From an optimization exercise on the open Yosys and OpenROAD flow, aimed at a short achievable clock period and few clock cycles per item; shortcuts taken in it are not production practice. The RTL was checked by simulation tests, not by an equivalence proof against the original design. No activity file was given, so power comes from the tool's default toggle rates.

==> run X <==
==> flow/design.v (excerpt) <==
module mdc_top (
    input  logic                   clk,
    input  logic                   rst_n,
    input  logic                   in_valid,
    input  logic [mdc_ctrl_pkg::data_code_w-1:0] in_data,
    input  logic [mdc_ctrl_pkg::mode_code_w-1:0] in_mode,
    output logic                   out_valid,
    output mdc_data_pkg::result_t                out_data
);
==> flow/config.mk <==
export PLATFORM = sky130hd
export DESIGN_NAME = mdc_top
export DESIGN_NICKNAME = mdc_top
export VERILOG_FILES = /design/flow/design.v
export SDC_FILE = /design/flow/constraint.sdc
export NUM_CORES = 8
export LEC_CHECK = 0
export CAP_MARGIN = 20
export CORE_MARGIN = 2
export CORE_UTILIZATION = 45
export CTS_CLUSTER_DIAMETER = 150
export CTS_CLUSTER_SIZE = 22
export SETUP_SLACK_MARGIN = 1.0
export SLEW_MARGIN = 20
==> flow/constraint.sdc <==
create_clock -name core_clock -period 25.0 [get_ports {clk}]
set_input_delay 5.0000 -clock core_clock [delete_from_list [all_inputs] [get_ports {clk}]]
set_output_delay 5.0000 -clock core_clock [all_outputs]
set_load 0.01 [all_outputs]
standard.sh (not shown) runs the stock make flow with config.mk's settings and CLKGATE_MAP_FILE= SYNTH_SCRIPT=/design/flow/synth_recipe.tcl, a recipe that flattens the netlist after the stock synthesis.
==> flow/flow/run.sh <==
#!/bin/bash
# Standard ORFS layout (the standard.sh, standard synthesis included),
# with these changes to how the layout is made; the clock period and all
# constraints stay the design's:
# - repair_timing is asked to keep a large setup margin, so that it works
#   on the paths that set the achieved period;
# - before detailed placement, each register that drives an output port's
#   buffer is put next to that buffer (place_outs.tcl);
set -euo pipefail
cd "$(dirname "$0")/.."
KNOBS=(SETUP_SLACK_MARGIN=19.3 "PRE_DETAIL_PLACE_TCL=$PWD/flow/place_outs.tcl")
bash standard.sh "${KNOBS[@]}" "PRE_GLOBAL_ROUTE_TCL=$PWD/flow/clk_top.tcl" \
  finish > flow_make.log 2>&1
openroad -no_init -exit flow/clk_pins.tcl > clk_pins.log 2>&1
n=$(sed -n 's/^CLKPINS //p' clk_pins.log)
if [[ -z "$n" || "$n" -gt 4 ]]; then
  mv orfs orfs_clk_top
  rm -f out/final.def
  bash standard.sh "${KNOBS[@]}" finish > flow_make_plain.log 2>&1
fi
==> flow/flow/clk_top.tcl <==
# Shorten the top of the clock tree. CTS builds an H-tree: the clock port
# drives a root buffer at the middle of the core, which drives the
# first-level buffers (4 or 8), which drive the leaf buffers. Here the
# root and the first level are replaced by 4 buffers placed where the
# root was, each driving the leaf buffers of one quadrant, and the clock
# port drives those 4 buffers directly: one level less, the same for
# every register. The port's net is a single short trunk to the middle.
set block [ord::get_db_block]
set clknet [[$block findBTerm clk] getNet]
set loads {}
foreach it [$clknet getITerms] {
  if {[$it isInputSignal]} { lappend loads $it }
}
proc out_net {inst} {
  foreach it [$inst getITerms] {
    if {[$it isOutputSignal]} { return [$it getNet] }
  }
  return "NULL"
}
proc sinks {net drv} {
  set s {}
  foreach it [$net getITerms] {
    if {[$it getInst] ne $drv} { lappend s $it }
  }
  return $s
}
if {[llength $loads] != 1} {
  puts "CLK_TOP: clock port has [llength $loads] loads, left as it is"
  return
}
set root [[lindex $loads 0] getInst]
set n0 [out_net $root]
set mids {}
foreach it [sinks $n0 $root] {
  set m [$it getInst]
  if {![string match "*clkbuf*" [[$m getMaster] getName]]} {
    puts "CLK_TOP: root drives [[$m getMaster] getName], left as it is"
    return
  }
  lappend mids $m
}
set nm [llength $mids]
if {$nm != 4 && $nm != 8} {
  puts "CLK_TOP: root drives $nm buffers, left as it is"
  return
}
lassign [$root getLocation] rx ry
set master [$root getMaster]
# quadrant of each first-level buffer, by its position against the root's
array set group {}
foreach m $mids {
  lassign [$m getLocation] mx my
  set q [expr {($mx > $rx ? 1 : 0) + ($my > $ry ? 2 : 0)}]
  lappend group($q) $m
}
foreach q {0 1 2 3} {
  if {![info exists group($q)] || [llength $group($q)] != $nm / 4} {
    puts "CLK_TOP: uneven quadrants, left as it is"
    return
  }
}
set w [$master getWidth]
foreach q {0 1 2 3} {
  set t [odb::dbInst_create $block $master "clkbuf_top_$q"]
  $t setLocation [expr {$rx + ($q - 2) * $w}] $ry
  $t setPlacementStatus PLACED
  set n [odb::dbNet_create $block "clknet_top_$q"]
  $n setSigType CLOCK
  [$t findITerm A] connect $clknet
  [$t findITerm X] connect $n
  foreach m $group($q) {
    set mn [out_net $m]
    foreach it [sinks $mn $m] {
      $it disconnect
      $it connect $n
    }
    foreach it [$m getITerms] { $it disconnect }
    odb::dbInst_destroy $m
    odb::dbNet_destroy $mn
  }
}
foreach it [$root getITerms] { $it disconnect }
odb::dbInst_destroy $root
odb::dbNet_destroy $n0
detailed_placement
puts "CLK_TOP: replaced the root and $nm first-level buffers by 4 buffers driven by the port"
Other scripts of this flow, unchanged in this note and not shown: flow/flow/clk_pins.tcl, flow/flow/place_outs.tcl
==> inputs of run R, as changes to run X <==
--- a/flow/flow/clk_top.tcl
+++ b/flow/flow/clk_top.tcl
@@ -1,10 +1,12 @@
 # Shorten the top of the clock tree. CTS builds an H-tree: the clock port
 # drives a root buffer at the middle of the core, which drives the
 # first-level buffers (4 or 8), which drive the leaf buffers. Here the
-# root and the first level are replaced by 4 buffers placed where the
-# root was, each driving the leaf buffers of one quadrant, and the clock
-# port drives those 4 buffers directly: one level less, the same for
-# every register. The port's net is a single short trunk to the middle.
+# root and the first level are replaced by 4 buffers (buf_16, the
+# strongest buffer) placed where the root was, each driving the leaf
+# buffers of one quadrant, and the clock port drives those 4 buffers
+# directly: one level less, the same for every register. The port's net
+# is a single trunk to the middle. CLK_TOP_FRAC, if set, moves each of
+# the 4 buffers that fraction of the way towards its quadrant's leaves.
 set block [ord::get_db_block]
 set clknet [[$block findBTerm clk] getNet]
 set loads {}
@@ -45,7 +47,7 @@
   return
 }
 lassign [$root getLocation] rx ry
-set master [$root getMaster]
+set master [[ord::get_db] findMaster sky130_fd_sc_hd__buf_16]
 # quadrant of each first-level buffer, by its position against the root's
 array set group {}
 foreach m $mids {
@@ -60,9 +62,23 @@
   }
 }
 set w [$master getWidth]
+set frac [expr {[info exists ::env(CLK_TOP_FRAC)] ? $::env(CLK_TOP_FRAC) : 0.0}]
 foreach q {0 1 2 3} {
+  # centroid of the quadrant's leaf buffers
+  set sx 0; set sy 0; set ns 0
+  foreach m $group($q) {
+    foreach it [sinks [out_net $m] $m] {
+      lassign [[$it getInst] getLocation] lx ly
+      set sx [expr {$sx + $lx}]; set sy [expr {$sy + $ly}]; incr ns
+    }
+  }
+  set tx $rx; set ty $ry
+  if {$ns > 0} {
+    set tx [expr {int($rx + $frac * ($sx / $ns - $rx))}]
+    set ty [expr {int($ry + $frac * ($sy / $ns - $ry))}]
+  }
   set t [odb::dbInst_create $block $master "clkbuf_top_$q"]
-  $t setLocation [expr {$rx + ($q - 2) * $w}] $ry
+  $t setLocation $tx $ty
   $t setPlacementStatus PLACED
   set n [odb::dbNet_create $block "clknet_top_$q"]
   $n setSigType CLOCK
==> run notes <==
item                                                              run R                          run X
Non-clock buffers                                                   665                            671
Combinational-cell power consumption                            3.82 mW                        3.83 mW
Global-route met1 utilization                                     40.0%                          40.1%
Ant diodes                                                           22                             18
Max-Slew Margin vs Limit                                          18.1%                          18.6%
Final critical-path required period                             6.09 ns                        6.12 ns
Gr usage total                                                    30.1%                          30.1%
Highest Clock Rate                                            0.164 GHz                      0.163 GHz
Fin worst setup slack                                          18.91 ns                       18.88 ns
Outcome                                        timing/DRC/antenna clean       timing/DRC/antenna clean
Util after Layout                                                 51.9%                          52.0%
Drt total wl                                                 411,000 um                     411,000 um
Sw power                                                        3.09 mW                        3.10 mW
Leakage power                                                   53.6 nW                        53.6 nW
Worst IR Drop VDD                                             0.0891 mV                       0.128 mV
Multi-input combinational area share                              61.5%                          61.4%
Via count of the routed design                                   86,035                         85,946
Met2 WL                                                      184,000 um                     185,000 um
Worst r2r dst                             u_result.out_data[49]$_DFF_P_  u_result.out_data[43]$_DFF_P_
Final Hold Slack                                               0.444 ns                       0.445 ns
Area occupied by multi-input gates                           79,600 um2                     79,600 um2
Initial detailed-routing violation count                          9,639                          9,918
Layout net count                                                 13,513                         13,519
Clock tree cell share of total cell area                          1.47%                          1.47%
Testbench counts of run X, summed over its fixed seeds: cycles 6,528, matrices 384.
Testbench counts of run R, summed over its fixed seeds: cycles 6,528, matrices 384.

==> separate check: timing with driven ports <==
In the flow no input, the clock included, has a driving cell. The finished layouts below were timed again as built, in two steps.
Step 1, drivers: a clkbuf_16 drives clk and a buf_2 each remaining input, both assumed.
Step 2 moves the port delays by t, midway between the first and last clock arrival at a register: inputs arrive t later, outputs are due t later. That takes back most of the time a late clock gives input paths.
Three values: ideal ports, drivers, drivers and shift; two values: the first two.
run	t, ns	setup WS [ns]	worst setup path at the end	clock arrival spread, ns	cell pins on the clock port's net
run X	0.711	18.881 / 18.748 / 18.452	input to register	0.064 / 0.064	4
run R	0.693	18.911 / 18.768 / 18.508	input to register	0.064 / 0.064	4
After both steps every run listed still meets setup and hold. For run X, which loses most, drivers alone change the setup slack by -0.133 ns; drivers and shift together by -0.429 ns.
